What follows belongs to an exercise in optimizing a design on an open flow for small area and a short achievable clock period; a production flow would make more cautious choices. The RTL was checked by simulation tests, not by an equivalence proof against the original design. No activity file was given, so power comes from the tool's default toggle rates.

// fir_filter
module fir_filter (
   input  logic               clk,
   input  logic               rst,
   input  logic signed [15:0] inp,
   output logic signed [39:0] outp
);
   localparam logic [23:0] G_RESET = 24'hFF8000;    
   localparam logic [23:0] G_CONST = 24'hEF0001;
   logic signed [15:0] line [15];
   logic        [23:0] ysum;        
   logic        [16:0] dsum;        
   logic signed [16:0] d;
   logic        [23:0] gs, gc;
   logic        [23:0] ys, yc;
   logic signed [23:0] y;
   logic               ysg;     
   logic        [23:0] c23;     
   logic        [3:0]  cnt;     
   logic               v12;     
   logic        [23:0] xo, do16, nlo, gk;
   logic        [23:0] gs1, gc1, gs2, gc2, gs3, gc3;
   logic        [23:0] ys1, yc1, ys2, yc2, ys3, yc3;
   always_comb begin
      xo   = {8'd0, ~inp[15], inp[14:0]};                      
      do16 = {3'd0, ~d[16], d[15:0], 4'd0};                    
      nlo  = {8'd0, line[14][15], ~line[14][14:0]};           
      gk   = G_CONST;
      gs1 = gs ^ gc ^ do16;
      gc1 = ((gs & gc) | (gs & do16) | (gc & do16)) << 1;
      gs2 = gs1 ^ gc1 ^ nlo;
      gc2 = (((gs1 & gc1) | (gs1 & nlo) | (gc1 & nlo)) << 1) | (gk & 24'd1);
      gs3 = gs2 ^ gc2 ^ (xo | (gk & ~24'd1)) ;
      gc3 = ((gs2 & gc2) | (gs2 & (xo | (gk & ~24'd1))) | (gc2 & (xo | (gk & ~24'd1)))) << 1;
      ys1 = ys ^ yc ^ gs;
      yc1 = ((ys & yc) | (ys & gs) | (yc & gs)) << 1;
      ys2 = ys1 ^ yc1 ^ gc;
      yc2 = ((ys1 & yc1) | (ys1 & gc) | (yc1 & gc)) << 1;
      ys3 = ys2 ^ yc2 ^ xo;
      yc3 = ((ys2 & yc2) | (ys2 & xo) | (yc2 & xo)) << 1;
   end
   always_ff @(posedge clk) begin
      line[0] <= inp;
      for (int k = 1; k < 13; k++) line[k] <= line[k-1];
      if (rst) begin
         line[13] <= 16'sd0;
         line[14] <= 16'sd0;
         d        <= 17'sd0;
         gs       <= G_RESET;
         gc       <= 24'd0;
         ys       <= 24'd0;
         yc       <= 24'd0;
         y        <= 24'sd0;
         ysg      <= 1'b0;
         cnt      <= 4'd0;
         v12      <= 1'b0;
      end else begin
         line[13] <= v12 ? line[12] : 16'sd0;
         line[14] <= line[13];
         d        <= dsum;
         gs       <= gs3;
         gc       <= gc3;
         ys       <= ys3;
         yc       <= yc3;
         y        <= ysum;
         ysg      <= ys[23] ^ yc[23] ^ c23[23];
  ...
Settings: LEC_CHECK=0, CAP_MARGIN=20, CORE_MARGIN=2, CORE_UTILIZATION=55, CTS_BUF_LIST=sky130_fd_sc_hd__clkbuf_16, CTS_CLUSTER_DIAMETER=80, CTS_CLUSTER_SIZE=24, SETUP_SLACK_MARGIN=3.95, SLEW_MARGIN=20; clock period 6.0 ns.
standard.sh (not shown) runs the stock make flow with config.mk's settings and CLKGATE_MAP_FILE= SYNTH_SCRIPT=/design/flow/synth_recipe.tcl, a recipe that flattens the netlist after the stock synthesis.
==> flow/flow/run.sh <==
#!/bin/bash
# The standard layout with three changes:
#  - the netlist from the standard synthesis gets an inverter-removal pass
#    (flow/polarity.py) and has the full adders on carry-propagate paths split
#    into faster gates (flow/faconv.py), and its two carry-propagate adders
#    rebuilt as parallel-prefix adders (flow/cparebuild.py) before
#    floorplanning; registers and
#    ports are untouched, and the result is kept only if Yosys proves it
#    equivalent to the standard netlist
#  - the ports get plain buffers (buf_2) instead of delay cells
#  - timing repair may resize cells across footprints
set -e
R=orfs/results/sky130hd/fir_filter/base
VARS=(MATCH_CELL_FOOTPRINT=0 "BUFFER_PORTS_ARGS=-buffer_cell sky130_fd_sc_hd__buf_2")
bash standard.sh "${VARS[@]}" synth > synth.log 2>&1
cp $R/1_2_yosys.v before.v
python3 flow/polarity.py before.v pol.v 20000 > polarity.log 2>&1
python3 flow/faconv.py pol.v fa.v >> polarity.log 2>&1
python3 flow/cparebuild.py fa.v after.v >> polarity.log 2>&1
# internal nets of the two netlists must not pair by name: the pass flips some
sed -E 's/\b(_[0-9]{4}_)/\1g/g; s/\b(_pol[0-9]{4}_)/\1g/g; s/\\(dsum|ysum|c23)\[/\\\1g[/g' after.v > after_renamed.v
sed "s#LIBFILE#$FLOW_HOME/platforms/sky130hd/lib/sky130_fd_sc_hd__tt_025C_1v80.lib#" flow/eq.ys > eq.ys
YOSYS=$(command -v yosys || echo /OpenROAD-flow-scripts/tools/install/yosys/bin/yosys)
if "$YOSYS" -q -l eq.log eq.ys > eq_stdout.log 2>&1; then
  echo "equivalence proven, using the pass" >> polarity.log
  cp after.v $R/1_2_yosys.v
  rm -f $R/1_synth.odb $R/1_synth.sdc
else
  echo "equivalence NOT proven, keeping the standard netlist" >> polarity.log
fi
bash standard.sh "${VARS[@]}" finish > standard.log 2>&1
Other scripts of this flow, unchanged in this note and not shown: flow/flow/cparebuild.py, flow/flow/eq.ys, flow/flow/faconv.py, flow/flow/polarity.py
Then changed:
- CORE_UTILIZATION: 55 -> 65
- CTS_CLUSTER_DIAMETER: 80 -> 100
- CTS_CLUSTER_SIZE: 24 -> 30
- SETUP_SLACK_MARGIN: 3.95 -> 3.85
Power goes down by about 3.2%. Final area is lower by about 3%. Core utilization grows by 9.6 points. Sequential share of layout area rises by 1.2 points. First-iteration DRC count falls by about 15%. Die area fell by about 15%. Via count climbs by about 0.44%. Routed wire length drops by 1.4%. Setup slack gets better by 0.0047 ns. Sequential power is lower by about 1%. Combinational power stays flat.
Then changed:
- CORE_UTILIZATION: 65 -> 55
- CTS_CLUSTER_DIAMETER: 100 -> 80
- CTS_CLUSTER_SIZE: 30 -> 24
What happened:
- The new run went through all stages and came out clean
- first-iteration DRC count goes up by 12%
- cell area goes up by about 1.4%
- worst setup slack stays flat
- total power goes up by 1.9%
- worst hold slack loses 0.016 ns
- area after synthesis does not change
Then changed:
- CTS_CLUSTER_DIAMETER: 80 -> 100
- CTS_CLUSTER_SIZE: 24 -> 30
After rerunning: Global-route usage decreases by 0.20 points; setup slack gets worse by 0.0067 ns; final area drops slightly; non-clock buffer count climbs by 1.
Then changed:
- CORE_UTILIZATION: 55 -> 65
- CTS_CLUSTER_DIAMETER: 100 -> 80
- CTS_CLUSTER_SIZE: 30 -> 24
After rerunning: Utilization came out higher by 11 points; power came out higher slightly; wire length barely changes; via count came out higher by a few percent; sequential share of layout area is about the same; hold slack stays flat.
Then changed:
- CORE_UTILIZATION: 65 -> 55
- SETUP_SLACK_MARGIN: 3.85 -> 3.9
Non-clock buffer count is unchanged.
Clock-buffer cell count goes up by 2.
Combinational power hardly moves.
Global-route usage drops by 2.4 points.
Wire length increases slightly.
Utilization drops by 11 points.
Via count went down slightly.
Power grows by a few percent.


alpha:
Another version of the RTL of fir_filter (not shown whole).
Size: roughly 990 cells after synthesis, about 58 I/O pins, ~13,000 µm² of cells after synthesis.
export LEC_CHECK = 0
export CAP_MARGIN = 20
export CORE_MARGIN = 2
export CORE_UTILIZATION = 55
export CTS_BUF_LIST = sky130_fd_sc_hd__clkbuf_16
export CTS_CLUSTER_DIAMETER = 80
export CTS_CLUSTER_SIZE = 24
export SETUP_SLACK_MARGIN = 3.75
export SLEW_MARGIN = 20
create_clock -name core_clock -period 6.0 [get_ports {clk}]
==> flow/flow/run.sh <==
#!/bin/bash
# The standard layout with three changes:
#  - the netlist from the standard synthesis gets an inverter-removal pass
#    (flow/polarity.py) and has the full adders on carry-propagate paths split
#    into faster gates (flow/faconv.py) before floorplanning; registers and
#    ports are untouched, and the result is kept only if Yosys proves it
#    equivalent to the standard netlist
#  - the ports get plain buffers (buf_2) instead of delay cells
#  - timing repair may resize cells across footprints
set -e
R=orfs/results/sky130hd/fir_filter/base
VARS=(MATCH_CELL_FOOTPRINT=0 "BUFFER_PORTS_ARGS=-buffer_cell sky130_fd_sc_hd__buf_2" "CTS_ARGS=-sink_clustering_enable -repair_clock_nets -sink_clustering_size 24 -sink_clustering_max_diameter 80 -buf_list sky130_fd_sc_hd__clkbuf_16 -sink_clustering_levels 1")
bash standard.sh "${VARS[@]}" synth > synth.log 2>&1
cp $R/1_2_yosys.v before.v
python3 flow/polarity.py before.v pol.v 20000 > polarity.log 2>&1
python3 flow/faconv.py pol.v after.v >> polarity.log 2>&1
# internal nets of the two netlists must not pair by name: the pass flips some
sed -E 's/\b(_[0-9]{4}_)/\1g/g; s/\b(_pol[0-9]{4}_)/\1g/g; s/\\(dsum|ysum)\[/\\\1g[/g' after.v > after_renamed.v
sed "s#LIBFILE#$FLOW_HOME/platforms/sky130hd/lib/sky130_fd_sc_hd__tt_025C_1v80.lib#" flow/eq.ys > eq.ys
YOSYS=$(command -v yosys || echo /OpenROAD-flow-scripts/tools/install/yosys/bin/yosys)
if "$YOSYS" -q -l eq.log eq.ys > eq_stdout.log 2>&1; then
  echo "equivalence proven, using the pass" >> polarity.log
  cp after.v $R/1_2_yosys.v
  rm -f $R/1_synth.odb $R/1_synth.sdc
else
  echo "equivalence NOT proven, keeping the standard netlist" >> polarity.log
fi
bash standard.sh "${VARS[@]}" finish > standard.log 2>&1
Other scripts of this flow, unchanged in this note and not shown: flow/flow/eq.ys, flow/flow/faconv.py, flow/flow/polarity.py
Here is what was changed in the inputs of beta compared with alpha.
-- flow/flow/run.sh --
<<< alpha, line 11
R=orfs/results/sky130hd/fir_filter/base
VARS=(MATCH_CELL_FOOTPRINT=0 "BUFFER_PORTS_ARGS=-buffer_cell sky130_fd_sc_hd__buf_2" "CTS_ARGS=-sink_clustering_enable -repair_clock_nets -sink_clustering_size 24 -sink_clustering_max_diameter 80 -buf_list sky130_fd_sc_hd__clkbuf_16 -sink_clustering_levels 1")
bash standard.sh "${VARS[@]}" synth > synth.log 2>&1
>>> beta, line 11
R=orfs/results/sky130hd/fir_filter/base
VARS=(MATCH_CELL_FOOTPRINT=0 "BUFFER_PORTS_ARGS=-buffer_cell sky130_fd_sc_hd__buf_2")
bash standard.sh "${VARS[@]}" synth > synth.log 2>&1
-- flow/config.mk --
<<< alpha, line 9
export CORE_MARGIN = 2
export CORE_UTILIZATION = 55
export CTS_BUF_LIST = sky130_fd_sc_hd__clkbuf_16
>>> beta, line 9
export CORE_MARGIN = 2
export CORE_UTILIZATION = 65
export CTS_BUF_LIST = sky130_fd_sc_hd__clkbuf_16
==> notes.md <==
Comparing alpha with beta, the total power came out essentially unchanged. Area added between synthesis and finish: beta vs alpha down 0.71 points. Sort alpha and beta by combinational share of power, ascending, and alpha comes first. Row wire length of the first global-routing pass: beta lower / alpha higher. Clock share of power (beta over alpha): decrease, 0.7 points. alpha → beta: combinational-cell power consumption +about 2%, area used by sequential logic in the layout barely changed, detailed route wirelength on metal2 shows no meaningful change.
Changes in gamma relative to beta:
-- flow/config.mk --
<<< beta, line 9
export CORE_MARGIN = 2
export CORE_UTILIZATION = 65
export CTS_BUF_LIST = sky130_fd_sc_hd__clkbuf_16
>>> gamma, line 9
export CORE_MARGIN = 2
export CORE_UTILIZATION = 45
export CTS_BUF_LIST = sky130_fd_sc_hd__clkbuf_16
### Flow results
In gamma, the instance count on the critical path came out 6 above the value in beta.
In gamma, the final period demand of the worst path came out 0.032 ns above the value in beta.
Compared with beta, gamma shows wire length per cell after detailed routing that has gone down by a few percent.
Across both runs, fraction of layout instances using a drive strength above 1 was lower for gamma than for beta.
Changes observed in gamma relative to beta: power density of the placed cells moved down, buffer count excluding the clock tree in the final layout went down about 1.4%, core utilization decreased 21 points, total power draw held.
[gamma] y dimension of the die rose 29 µm relative to beta
Inputs modified between gamma and delta:
-- flow/config.mk --
<<< gamma, line 9
export CORE_MARGIN = 2
export CORE_UTILIZATION = 45
export CTS_BUF_LIST = sky130_fd_sc_hd__clkbuf_16
>>> delta, line 9
export CORE_MARGIN = 2
export CORE_UTILIZATION = 55
export CTS_BUF_LIST = sky130_fd_sc_hd__clkbuf_16
<<< gamma, line 13
export CTS_CLUSTER_SIZE = 24
export SETUP_SLACK_MARGIN = 3.75
export SLEW_MARGIN = 20
>>> delta, line 13
export CTS_CLUSTER_SIZE = 24
export SETUP_SLACK_MARGIN = 3.85
export SLEW_MARGIN = 20
[summary]
The higher area used by multi-input combinational logic of delta and gamma is in delta. On total power, delta and gamma are neck and neck. Re highest clock rate: gamma was lower than delta. Of delta and gamma, the run reporting the lower fraction of power consumed by combinational cells was gamma. The first-pass GRT wire length of delta was superior to that of gamma.

separate check: timing with driven ports:
How much do the figures lean on ideal ports? The routed layouts below were timed once more, with nothing changed but the port constraints.
Step 1 (the two cells are an assumption about what drives the block):
set clk [get_ports {clk}]
set_driving_cell -lib_cell sky130_fd_sc_hd__clkbuf_16 $clk
set_driving_cell -lib_cell sky130_fd_sc_hd__buf_2 [delete_from_list [all_inputs] $clk]
Step 2 times the ports against the registers' clock, not the clock port: input delays grow and output delays shrink by t, the midpoint of the rising clock arrivals with the driver on.
Three values: no drivers, after step 1, after step 2; two values: the first two.
| run | shift t [ns] | slack for setup (ns) | worst data-port slew with drivers (ns) |
|---|---|---|---|
| the first run of note 1 | 0.556 | 3.768 / 3.721 / 3.561 | 0.03 |
| the second run of note 1 | 0.549 | 3.773 / 3.725 / 3.445 | 0.04 |
| the third run of note 1 | 0.553 | 3.775 / 3.729 / 3.490 | 0.04 |
| the fourth run of note 1 | 0.545 | 3.768 / 3.723 / 3.484 | 0.05 |
| the fifth run of note 1 | 0.555 | 3.771 / 3.726 / 3.418 | 0.04 |
| the sixth run of note 1 | 0.563 | 3.762 / 3.716 / 3.524 | 0.05 |
| alpha | 0.553 | 3.723 / 3.677 / 3.251 | 0.04 |
| beta | 0.554 | 3.725 / 3.679 / 3.355 | 0.03 |
| gamma | 0.562 | 3.694 / 3.664 / 3.314 | 0.03 |
| delta | 0.553 | 3.725 / 3.678 / 3.488 | 0.03 |
After both steps every run listed still meets setup and hold. The setup slack of alpha, which loses most, moves by -0.046 ns with the drivers and by -0.472 ns with both steps.
